Context: an optimization exercise on an open-source flow, tuned for small area, a short achievable clock period and few clock cycles. The choices shown serve that exercise and are no tape-out recipe. In this exercise RTL edits were held to simulation tests only and were not proved equivalent to the original.

==> flow/config.mk <==
export PLATFORM = sky130hd
export DESIGN_NAME = ntt_pe_core
export DESIGN_NICKNAME = ntt_pe_core
export VERILOG_FILES = /design/flow/design.v
export SDC_FILE = /design/flow/constraint.sdc
export NUM_CORES = 4
export LEC_CHECK = 0
export CAP_MARGIN = 20
export CORE_MARGIN = 2
export CORE_UTILIZATION = 40
export SLEW_MARGIN = 20
==> flow/constraint.sdc <==
create_clock -name core_clock -period 100.0 [get_ports {clk}]
set_input_delay 20.0000 -clock core_clock [delete_from_list [all_inputs] [get_ports {clk}]]
set_output_delay 20.0000 -clock core_clock [all_outputs]
set_load 0.01 [all_outputs]
==> flow/design.v <==
module ntt_pe_core #(
  parameter int DATA_SIZE_ARB = 13,
  parameter int RING_SIZE     = 16
) (
  input  logic                         clk,
  input  logic                         reset,
  input  logic                         valid,
  input  logic [DATA_SIZE_ARB-1:0]     din,
  input  logic [DATA_SIZE_ARB-1:0]     q,
  input  logic [DATA_SIZE_ARB-1:0]     twiddle_i,
  output logic [$clog2(RING_SIZE)-1:0] tw_addr,
  output logic                         busy,
  output logic [DATA_SIZE_ARB-1:0]     dout,
  output logic                         dout_valid,
  output logic                         done
);
  localparam int LOG = $clog2(RING_SIZE);
  localparam int W   = DATA_SIZE_ARB;
  localparam int W2  = 2 * DATA_SIZE_ARB;
  localparam logic [LOG-1:0] LAST_IDX = LOG'(RING_SIZE - 1);
  localparam logic [LOG-1:0] LAST_K   = LOG'(RING_SIZE / 2 - 1);
  localparam logic [LOG-1:0] LAST_S   = LOG'(LOG - 1);
  typedef enum logic [1:0] {IDLE, LOAD, COMPUTE, OUTPUT} state_t;
  state_t         state, state_nx;
  logic [LOG-1:0] cnt;
  logic [LOG-1:0] s;
  logic [W-1:0]   mem [RING_SIZE];
  logic [LOG-1:0] half, j, top, bot;
  logic [W2-1:0]  prod;
  logic [W-1:0]   t, a, din_w;
  logic [W:0]     sum, diff, sum_m, diff_m;
  logic           last_bfly;
  function automatic logic [LOG-1:0] bitrev(input logic [LOG-1:0] x);
    for (int b = 0; b < LOG; b++) bitrev[b] = x[LOG-1-b];
  endfunction
  assign din_w = din;
  always_comb begin
    half      = LOG'(1) << s;
    j         = cnt & (half - 1'b1);
    top       = ((cnt >> s) << (s + 1'b1)) + j;
    bot       = top + half;
    last_bfly = (cnt == LAST_K) && (s == LAST_S);
  end
  always_comb begin
    a      = mem[top];
    prod   = W2'(twiddle_i) * W2'(mem[bot]);
    t      = W'(prod % W2'(q));
    sum    = {1'b0, a} + {1'b0, t};
    diff   = {1'b0, a} + {1'b0, q} - {1'b0, t};
    sum_m  = (sum  >= {1'b0, q}) ? sum  - {1'b0, q} : sum;
    diff_m = (diff >= {1'b0, q}) ? diff - {1'b0, q} : diff;
  end
  always_comb begin
    state_nx = state;
    case (state)
      IDLE:    if (valid) state_nx = LOAD;
      LOAD:    if (valid && cnt == LAST_IDX) state_nx = COMPUTE;
      COMPUTE: if (last_bfly) state_nx = OUTPUT;
      OUTPUT:  if (cnt == LAST_IDX) state_nx = IDLE;
      default: state_nx = IDLE;
    endcase
  end
  always_ff @(posedge clk) begin
    if (!reset) begin
      state      <= IDLE;
      cnt        <= '0;
      s          <= '0;
      dout       <= '0;
      dout_valid <= 1'b0;
      done       <= 1'b0;
    end else begin
      state      <= state_nx;
      dout_valid <= 1'b0;
      done       <= 1'b0;
      case (state)
        IDLE, LOAD: begin
          if (valid) begin
            mem[bitrev(cnt)] <= din_w;
            cnt              <= cnt + 1'b1;
          end
        end
        COMPUTE: begin
          mem[top] <= sum_m[W-1:0];
          mem[bot] <= diff_m[W-1:0];
          if (cnt == LAST_K) begin
            cnt <= '0;
            s   <= last_bfly ? '0 : s + 1'b1;
          end else begin
            cnt <= cnt + 1'b1;
          end
        end
        OUTPUT: begin
          dout       <= mem[cnt];
          dout_valid <= 1'b1;
          done       <= (cnt == LAST_IDX);
          cnt        <= cnt + 1'b1;
        end
        default: cnt <= '0;
      endcase
    end
  end
  assign busy    = (state == COMPUTE) || (state == OUTPUT) || dout_valid;
  assign tw_addr = (state == COMPUTE) ? (j << (LAST_S - s)) : '0;
endmodule
==> flow/run.sh <==
#!/bin/bash
# synth_recipe.tcl (not shown) runs the flow's synth.tcl, then flattens the netlist and writes it again
# the make line also repeats each setting of config.mk as NAME=value (left out here)
make -C /OpenROAD-flow-scripts/flow DESIGN_CONFIG=/design/flow/config.mk WORK_HOME=/design/flow/orfs CLKGATE_MAP_FILE= SYNTH_SCRIPT=/design/flow/synth_recipe.tcl finish
==> results of run 1 <==
## worst max-delay path: cells and delay by family
| kind | cells | cell delay [ns] |
|---|---|---|
| multiplexers | 10 | 2.76 |
| buffers and inverters | 24 | 4.65 |
| AND/OR/NAND/NOR | 101 | 18.46 |
| XOR/XNOR | 2 | 0.34 |
| adder cells (fa/ha/maj) | 35 | 12.22 |
| AO/OA/AOI/OAI | 193 | 36.63 |
## path summary, 6_finish.rpt
check	startpoint	end	slack, ns	cells after the start
min	dout[6]	dout[6]	0.50	2
min reg2reg	dout[6]	dout[6]	0.50	2
max	twiddle_i[11]	mem[13][3]	5.00	365
max reg2reg	s[0]	mem[13][3]	19.40	376
## Yosys cell counts, types with 27 or more instances
| cell | n |
|---|---|
| sky130_fd_sc_hd__clkbuf_1 | 152 |
| sky130_fd_sc_hd__mux2_2 | 74 |
| sky130_fd_sc_hd__mux2i_1 | 252 |
| sky130_fd_sc_hd__o21a_1 | 125 |
| sky130_fd_sc_hd__inv_1 | 284 |
| sky130_fd_sc_hd__edfxtp_1 | 208 |
| sky130_fd_sc_hd__and3_1 | 30 |
| sky130_fd_sc_hd__o31ai_1 | 75 |
| sky130_fd_sc_hd__nor2_1 | 260 |
| sky130_fd_sc_hd__nand2_1 | 402 |
| sky130_fd_sc_hd__or3_1 | 27 |
| sky130_fd_sc_hd__nor3_1 | 148 |
| sky130_fd_sc_hd__xnor2_1 | 124 |
| sky130_fd_sc_hd__xor2_1 | 79 |
| sky130_fd_sc_hd__nor2b_1 | 44 |
| sky130_fd_sc_hd__o21ai_0 | 157 |
| sky130_fd_sc_hd__and2_1 | 127 |
| sky130_fd_sc_hd__nand2b_1 | 39 |
| sky130_fd_sc_hd__o21bai_1 | 32 |
| sky130_fd_sc_hd__nand3_1 | 39 |
| sky130_fd_sc_hd__a21oi_1 | 225 |
| sky130_fd_sc_hd__a211oi_1 | 30 |
| sky130_fd_sc_hd__a31oi_1 | 38 |
| sky130_fd_sc_hd__a21o_1 | 88 |
| sky130_fd_sc_hd__mux4_2 | 182 |
| sky130_fd_sc_hd__ha_1 | 401 |
| sky130_fd_sc_hd__fa_1 | 140 |
## metrics by stage
step	TNS [ns]	instance area, um2	std cells
floorplan	0	38500	4190
global placement	0	41400	5508
detailed placement	0	41400	5508
CTS	0	42200	5552
global route	-38.61	42700	5574
finish	0	42700	5574
## cell usage in the layout (no fill, tap or decap), types with 39 or more instances in the layout
cell and count:
sky130_fd_sc_hd__xnor2_1 122, sky130_fd_sc_hd__nor2b_1 44, sky130_fd_sc_hd__o21a_1 125, sky130_fd_sc_hd__nand2b_1 39, sky130_fd_sc_hd__a21o_1 87, sky130_fd_sc_hd__nor3_1 145
sky130_fd_sc_hd__buf_4 198, sky130_fd_sc_hd__and2_1 127, sky130_fd_sc_hd__inv_1 282, sky130_fd_sc_hd__a21oi_1 209, sky130_fd_sc_hd__o31ai_1 72, sky130_fd_sc_hd__mux2i_1 250
sky130_fd_sc_hd__ha_1 399, sky130_fd_sc_hd__mux4_2 182, sky130_fd_sc_hd__fa_1 138, sky130_fd_sc_hd__xor2_1 76, sky130_fd_sc_hd__o21ai_0 137, sky130_fd_sc_hd__edfxtp_1 208
sky130_fd_sc_hd__clkdlybuf4s50_1 52, sky130_fd_sc_hd__nor2_1 257, sky130_fd_sc_hd__nand2_1 400, sky130_fd_sc_hd__mux2_2 74
## kinds of logic (layout without fill, tap and decap cells)
| logic type | Yosys count | in the layout |
|---|---|---|
| compound gates | 968 | 970 |
| mux | 520 | 520 |
| fa+ha+maj | 544 | 544 |
| simple gates | 1239 | 1239 |
| flops | 233 | 233 |
| xor+xnor | 204 | 204 |
| buf+inv | 482 | 599 |
## metal layers
metal | up-vias | part of all wire (%) | wire length (um)
li1 | 15700 | - | -
met1 | 16400 | 43 | 53600
met2 | 1283 | 45 | 56000
met3 | 252 | 7.5 | 9310
met4 | 0 | 3.6 | 4440
met5 | - | 0 | 0
## state kept, by name, indices dropped and copies added, names as in the netlist
register,flops
cnt,4
s,4
mem,208
dout_valid,1
dout,13
state,2
done,1
## timing repair
item                                    in CTS  in global routing
buffers inserted                             0                 19
hold buffers                                 0                  0
endpoints found under the setup margin       0                208
resized for setup                            0                 94
endpoints found under the hold margin        0                  0
## area by class of cell
| type | instances | area share, % |
|---|---|---|
| flip-flops and latches | 233 | 15.8 |
| inverters | 285 | 2.50 |
| well taps | 1265 | 3.70 |
| clock inverters | 9 | 0.132 |
| clock buffers | 35 | 1.55 |
| repair buffers | 270 | 5.25 |
| multi-input cells | 3477 | 71.1 |
==> impl_metrics.ini, run 1 <==
[outcome]
run_status = timing/DRC/antenna clean

[floorplanning]
design.die.area_mm2 = 0.0986
fp-row-count = 113
start_util_pct = 40.4
fp.dieW_um = 314
design.core.area_mm2 = 0.0952
chipHeight_um = 314
count_of_pins_on_the_block_boundary = 62

[yosys]
synth_sequential_area_ratio_pct = 17.5
ys_seq_elements = 233
post_synth_instance_area_mm2 = 0.0385
synth-edff-count = 208
synth_async_sr_flop_share_pct = 0
synth-main-ff-cell = sky130_fd_sc_hd__edfxtp_1
yosys.area_share.simple_pct = 15.8
synth_adder_area_share_pct = 20.4
synthDominantAreaCellType = sky130_fd_sc_hd__edfxtp_1
synth_top_family_by_area = adder cells
ys_top_cells_by_area = sky130_fd_sc_hd__edfxtp_1 (16%), sky130_fd_sc_hd__ha_1 (13%), sky130_fd_sc_hd__mux4_2 (11%)
syn_inst = 4190
synth.net_count = 4773
synth.area.mux_share_pct = 19.8
post_synth_xor_area_fraction_pct = 4.69
synth_compound_gate_area_share_pct = 17.0
synth_area_per_cell_um2 = 9.18
netlist-cell-type-count = 118
ys.warnings.count = 1
netlist.area_leader.share_pct = 16.2

[worst_setup_path]
worstPathRequired_ns = 100.29
worst-setup-path-type = primary input to register
critical_path_peak_fanout = 21
worst_path_max_delay_cell = sky130_fd_sc_hd__clkdlybuf4s50_1
cp_slowest_stage_delay_ns = 0.86
timing.critical_path.to_type = register
worst-endpoint-arrival_ns = 95.29
critical-path-top-cell-by-count = sky130_fd_sc_hd__o21a_1
setup.worst_path.start_class = primary input

[final_layout]
n_antenna_cell = 0
regArea_mm2 = 0.00675
final_nets = 4875
multi_input_area_mm2 = 0.0304
flow.area_growth_from_synthesis_pct = 11.2
drive_gt1_share_pct = 15.3
finish.utilization_pct = 44.9
layout.filler_cells = 9120

[cts]
cts.root.buffer_cell = sky130_fd_sc_hd__clkbuf_16
clock_tree_from_tritoncts = yes
cts-root-to-sink-buffers = 3
numClockSinks = 233
numCtsBuffers = 25
clkTransAtPathRegs_ns = 0.06
clk-insertion-delay-late_ns = 0.56
cts.htree.levels = 1

[global_routing]
globalRoute.busiestLayer = met2
largest_net_degree_at_the_start_of_global_routing = 59
antenna_violations_before_repair = 1
global_route.usage.met2_pct = 39.7
grt_util_met1_pct = 34.3
wire_length_of_the_first_global_routing_pass_um = 191000
first_global_vias = 32900
globalRoute.totalOverflow = 0
grtUsageTotal_pct = 24.6
global_route.usage.met3_pct = 3.09

[worst_hold_path]
holdCritPathClass = register to register

[routing]
drt_first_pass_iters = 6
drc = 0
routed_wire_length_per_instance_um = 22.1
detail_route.vias_per_cell = 6.04
drt-initial-drc-count = 3208
ant_nets = 0
detailroute.via_count = 33700
detail_route.wirelength_um = 123000

[placement]
place_hpwl_um = 90100
post-place-ws_ns = 0.364
place_congestion = 0.946
port_buffers = 61

[timing]
fmaxAchievable_mhz = 10.5
report.final.hold_viol_count = 0
maxSlewViolCount = 0
portion_of_the_clock_cycle_consumed_by_the_worst_path_in_the_final_layout_pct = 95.0
timing.final.setup_violations = 0
hold_slack_ns = 0.504
tightest_slew_ns = 1.04
clock_period_minus_worst_slack_ns = 95.00
max_slew_margin_vs_limit_pct = 30.2
postLayoutSetupSlackWorst_ns = 5.00
finClkSkew_ns = 0.0180

[run]
maxCapViolCount = 0
Testbench counts, summed over its fixed seeds: cycles 12,472.
==> run 2: changes to the inputs <==
--- a/flow/design.v
+++ b/flow/design.v
@@ -42,12 +42,57 @@
     last_bfly = (cnt == LAST_K) && (s == LAST_S);
   end
+  logic [3:0]   z;
+  logic [13:0]  mu;
+  logic [25:0]  bar_ps;
+  logic [27:0]  bar_q2;
+  logic [14:0]  bar_r0, bar_r;
+  logic [15:0]  bar_r1, bar_r2;
+  always_comb begin
+    bar_ps = (prod << z) >> 12;
+    bar_q2 = bar_ps[13:0] * mu;
+    bar_r0 = prod[14:0] - ({1'b0, bar_q2[27:14]} * {2'b0, qr});
+    bar_r1 = {1'b0, bar_r0} - {3'b0, qr};
+    bar_r2 = {1'b0, bar_r0} - {2'b0, qr, 1'b0};
+    bar_r  = !bar_r2[15] ? bar_r2[14:0] : !bar_r1[15] ? bar_r1[14:0] : bar_r0;
+  end
+  logic [3:0]   dv_cnt;
+  logic [13:0]  dv_r;
+  logic [12:0]  qn;
+  logic [3:0]   zq;
+  logic [W-1:0] qr, tw_r;
+  always_comb begin
+    zq = 4'd0;
+    for (int i = 0; i < 13; i++) if (qr[i]) zq = 4'(12 - i);
+  end
+  assign qn = qr << z;
+  always_ff @(posedge clk) begin
+    tw_r <= twiddle_i;
+    if (state == IDLE && valid) begin
+      qr     <= q;
+      dv_cnt <= 4'd15;
+    end else if (dv_cnt == 4'd15) begin
+      z      <= zq;
+      dv_cnt <= 4'd0;
+      dv_r   <= 14'd8192 - {1'b0, qr << zq};
+      mu     <= 14'd1;
+    end else if (dv_cnt != 4'd13) begin
+      if ({dv_r, 1'b0} >= {2'b0, qn}) begin
+        dv_r <= 14'({dv_r, 1'b0} - {2'b0, qn});
+        mu   <= {mu[12:0], 1'b1};
+      end else begin
+        dv_r <= {dv_r[12:0], 1'b0};
+        mu   <= {mu[12:0], 1'b0};
+      end
+      dv_cnt <= dv_cnt + 4'd1;
+    end
+  end
   always_comb begin
     a      = mem[top];
-    prod   = W2'(twiddle_i) * W2'(mem[bot]);
-    t      = W'(prod % W2'(q));
+    prod   = W2'(tw_r) * W2'(mem[bot]);
+    t      = bar_r[W-1:0];
     sum    = {1'b0, a} + {1'b0, t};
-    diff   = {1'b0, a} + {1'b0, q} - {1'b0, t};
-    sum_m  = (sum  >= {1'b0, q}) ? sum  - {1'b0, q} : sum;
-    diff_m = (diff >= {1'b0, q}) ? diff - {1'b0, q} : diff;
+    diff   = {1'b0, a} + {1'b0, qr} - {1'b0, t};
+    sum_m  = (sum  >= {1'b0, qr}) ? sum  - {1'b0, qr} : sum;
+    diff_m = (diff >= {1'b0, qr}) ? diff - {1'b0, qr} : diff;
   end
   always_comb begin
@@ -101,4 +146,16 @@
   end
   assign busy    = (state == COMPUTE) || (state == OUTPUT) || dout_valid;
-  assign tw_addr = (state == COMPUTE) ? (j << (LAST_S - s)) : '0;
+  logic [LOG-1:0] cnt_n, s_n, cnt_nn, s_nn, half_nn, j_nn;
+  always_comb begin
+    cnt_n   = (cnt == LAST_K) ? '0 : cnt + 1'b1;
+    s_n     = (cnt == LAST_K) ? s + 1'b1 : s;
+    cnt_nn  = (cnt_n == LAST_K) ? '0 : cnt_n + 1'b1;
+    s_nn    = (cnt_n == LAST_K) ? s_n + 1'b1 : s_n;
+    half_nn = LOG'(1) << s_nn;
+    j_nn    = cnt_nn & (half_nn - 1'b1);
+  end
+  always_ff @(posedge clk) begin
+    if (state == COMPUTE) tw_addr <= j_nn << (LAST_S - s_nn);
+    else tw_addr <= '0;
+  end
 endmodule
==> run 2 against run 1 <==
Effect of this change: fmax increased to 3.0 times the previous value; global-route usage decreased by 0.83 points; register-to-register slack improved by 49 ns; via count decreased by 6.9%; first-iteration DRC count decreased by 4.4%; core utilization decreased by 1.1 points; non-clock buffer count decreased by 117; clock skew increased by 0.039 ns; synthesized cell count increased by 1.5%; count of clock-buffer cells in the layout increased by 9; die area increased by 5.2%.
==> impl_metrics.ini, run 2 <==
[cts]
cts_post_setup_buffers_inserted = 0
numCtsBuffers = 39
clock_tree_from_tritoncts = yes
cts.htree.levels = 2
clk-insertion-delay-late_ns = 0.62
numClockSinks = 299
cts.root.buffer_cell = sky130_fd_sc_hd__clkbuf_16
cts-root-to-sink-buffers = 3
cts_hold_repair.buffers = 0
post_cts_resize_count = 0
clkTransAtPathRegs_ns = 0.06

[placement]
port_buffers = 61
post-place-ws_ns = 69.08
place_hpwl_um = 87200
place_congestion = 0.877

[final_layout]
drive_gt1_share_pct = 10.2
mostFrequentLayoutCell = sky130_fd_sc_hd__inv_1
n_antenna_cell = 0
final_cell_mix = sky130_fd_sc_hd__inv_1 (515), sky130_fd_sc_hd__nand2_1 (401), sky130_fd_sc_hd__fa_1 (360), sky130_fd_sc_hd__ha_1 (312), sky130_fd_sc_hd__a21oi_1 (307)
regArea_mm2 = 0.00852
largest_reg_flops = 208
final_nets = 4908
flow.area_growth_from_synthesis_pct = 8.55
multi_input_area_mm2 = 0.0293
layout.filler_cells = 9664
top_register = mem
largest_registers_ranked_by_flip_flop_count = mem: 208 flops, dv_r: 14 flops, mu: 14 flops

[yosys]
netlist-cell-type-count = 95
synth_area_per_cell_um2 = 9.51
synth_async_sr_flop_share_pct = 0
syn_inst = 4254
synthDominantAreaCellType = sky130_fd_sc_hd__edfxtp_1
synth_sequential_area_ratio_pct = 21.1
ys_seq_elements = 299
ys.warnings.count = 1
synth.top_cells.by_count = sky130_fd_sc_hd__inv_1 (515), sky130_fd_sc_hd__nand2_1 (401), sky130_fd_sc_hd__fa_1 (362)
synthMostInstantiatedCell = sky130_fd_sc_hd__inv_1
synth-edff-count = 253
post_synth_instance_area_mm2 = 0.0405
netlist.area_leader.share_pct = 18.8
synth-main-ff-cell = sky130_fd_sc_hd__edfxtp_1
ys_top_cells_by_area = sky130_fd_sc_hd__edfxtp_1 (19%), sky130_fd_sc_hd__fa_1 (18%), sky130_fd_sc_hd__mux4_2 (9.7%)
synth.net_count = 4972

[floorplanning]
fp.dieW_um = 322
count_of_pins_on_the_block_boundary = 62
chipHeight_um = 322
start_util_pct = 40.4
design.core.area_mm2 = 0.100
design.die.area_mm2 = 0.104
fp-row-count = 116

[routing]
detail_route.wirelength_um = 121000
ant_nets = 0
detail_route.vias_per_cell = 5.68
detailroute.via_count = 31300
drt_first_pass_iters = 6
routed_wire_length_per_instance_um = 22.0
drc = 0
drt-initial-drc-count = 3066

[timing]
portion_of_the_clock_cycle_consumed_by_the_worst_path_in_the_final_layout_pct = 31.1
report.final.hold_viol_count = 0
timing.final.setup_violations = 0
tightest_slew_ns = 1.07
fmaxAchievable_mhz = 32.1
maxSlewViolCount = 0
finClkSkew_ns = 0.0568
setup-tns-final_ns = 0
postLayoutSetupSlackWorst_ns = 68.85
clock_period_minus_worst_slack_ns = 31.15
rsz0062_at_grt = no
max_slew_margin_vs_limit_pct = 27.0
hold_slack_ns = 0.522

[worst_setup_path]
worst-setup-path-type = register to register
worst_path_max_delay_cell = sky130_fd_sc_hd__fa_4
critical-path-top-cell-by-count = sky130_fd_sc_hd__fa_1
worstPathRequired_ns = 100.30
critical_path_peak_fanout = 44
cp_slowest_stage_delay_ns = 1.14
timing.critical_path.to_type = register
setup.worst_path.start_class = register
worst-endpoint-arrival_ns = 31.45

[global_routing]
antenna_violations_before_repair = 1
globalRoute.totalOverflow = 0
grtUsageTotal_pct = 23.8
wire_length_of_the_first_global_routing_pass_um = 190000
largest_net_degree_at_the_start_of_global_routing = 63
first_global_vias = 31700

[run]
maxCapViolCount = 0

[worst_hold_path]
holdCritPathClass = register to register

[outcome]
run_status = timing/DRC/antenna clean
-- run 2: cell count changes after synthesis, sizes merged, moves of 83 or more --
cell	delta
inv	+234
and2	+171
fa	+222
ha	-87
o21a	-110
mux2i	-97
a21oi	+83
nor3	-113
-- run 2: per-stage QoR --
step / cells / instance area [um2] / utilization (%)
floorplan: 4254 / 40500 / -
global placement: 5446 / 42600 / 42.6
detailed placement: 5446 / 42600 / 42.6
CTS: 5516 / 43900 / 43.8
global route: 5517 / 43900 / 43.9
finish: 5517 / 43900 / 43.9
-- run 2: final timing paths --
kind | slack [ns] | end | startpoint | depth (start not counted)
setup / recovery | 68.85 | mem[14][5] | s[0] | 103
hold / removal | 0.52 | dout[6] | dout[6] | 2
setup reg to reg | 68.85 | mem[14][5] | s[0] | 103
hold reg to reg | 0.52 | dout[6] | dout[6] | 2
-- run 2: worst max-delay path: cells and delay by family (launching register included) --
kind                     cells  cell delay, ns
AND/OR/NAND/NOR             17            3.78
multiplexers                 5            3.30
AO/OA/AOI/OAI               37            7.14
flip-flops                   1            0.65
buffers and inverters       14            1.50
adder cells (fa/ha/maj)     27           13.35
XOR/XNOR                     3            0.98
-- run 2: routing by layer --
layer  vias to the layer above  global-route usage, %  share of wire [%]  routed length [um]
met4                         0                   8.16                3.7                4440
li1                      14400                      -                  -                   -
met2                      1141                   39.0                 47               56900
met5                         -                      0                  0                   0
met1                     15500                   32.3                 42               51400
met3                       234                   3.35                7.1                8600
-- run 2: final cells by class --
cell class	instances	area share [%]
Clock inverter	26	0.584
Clock buffer	44	2.26
Tap cell	1298	3.70
Sequential cell	299	19.4
Inverter	520	4.44
Timing Repair Buffer	153	2.96
Multi-Input combinational cell	3177	66.7
-- run 2: logic make-up (layout without fill, tap and decap cells) --
logic type / Yosys count / count (layout) / share of synthesized area [%]
and+or+nand+nor: 1254 / 1254 / 15.2
DFF: 299 / 299 / 21.1
AOI/OAI and AO/OA: 745 / 745 / 11.2
muxes: 347 / 347 / 14.1
buffers and inverters: 778 / 743 / 7.37
adders and majority gates: 676 / 676 / 27.6
xor gates and xnor gates: 155 / 155 / 3.53
Testbench counts of run 2, summed over its fixed seeds: cycles 12,472.

port drivers added, routing unchanged:
The results above use ideal ports. As a check the final layouts listed here were re-extracted and re-timed, cells and wires unchanged.
Step 1: set_driving_cell puts a clkbuf_16 on clk and a buf_2 on each other input, an assumption about the parent block.
Step 2 also shifts input and output timing later by t, the mid clock arrival at the registers, as if the neighbouring blocks saw the same clock.
Slacks: no drivers / after step 1 / after step 2; pairs: no drivers / after step 1.
run | t (ns) | slack for setup (ns) | latest minus earliest clock arrival (ns) | worst slew at a driven data input, ns | pins driven straight from the clock port
run 1 | 0.605 | 4.998 / 4.995 / 4.390 | 0.018 / 0.018 | 0.11 | 1
run 2 | 0.653 | 68.850 / 68.850 / 68.850 | 0.057 / 0.057 | 0.06 | 1
After both steps setup and hold are still met in every run listed. For run 1, which loses most, drivers alone change the setup slack by -0.003 ns; drivers and shift together by -0.608 ns.
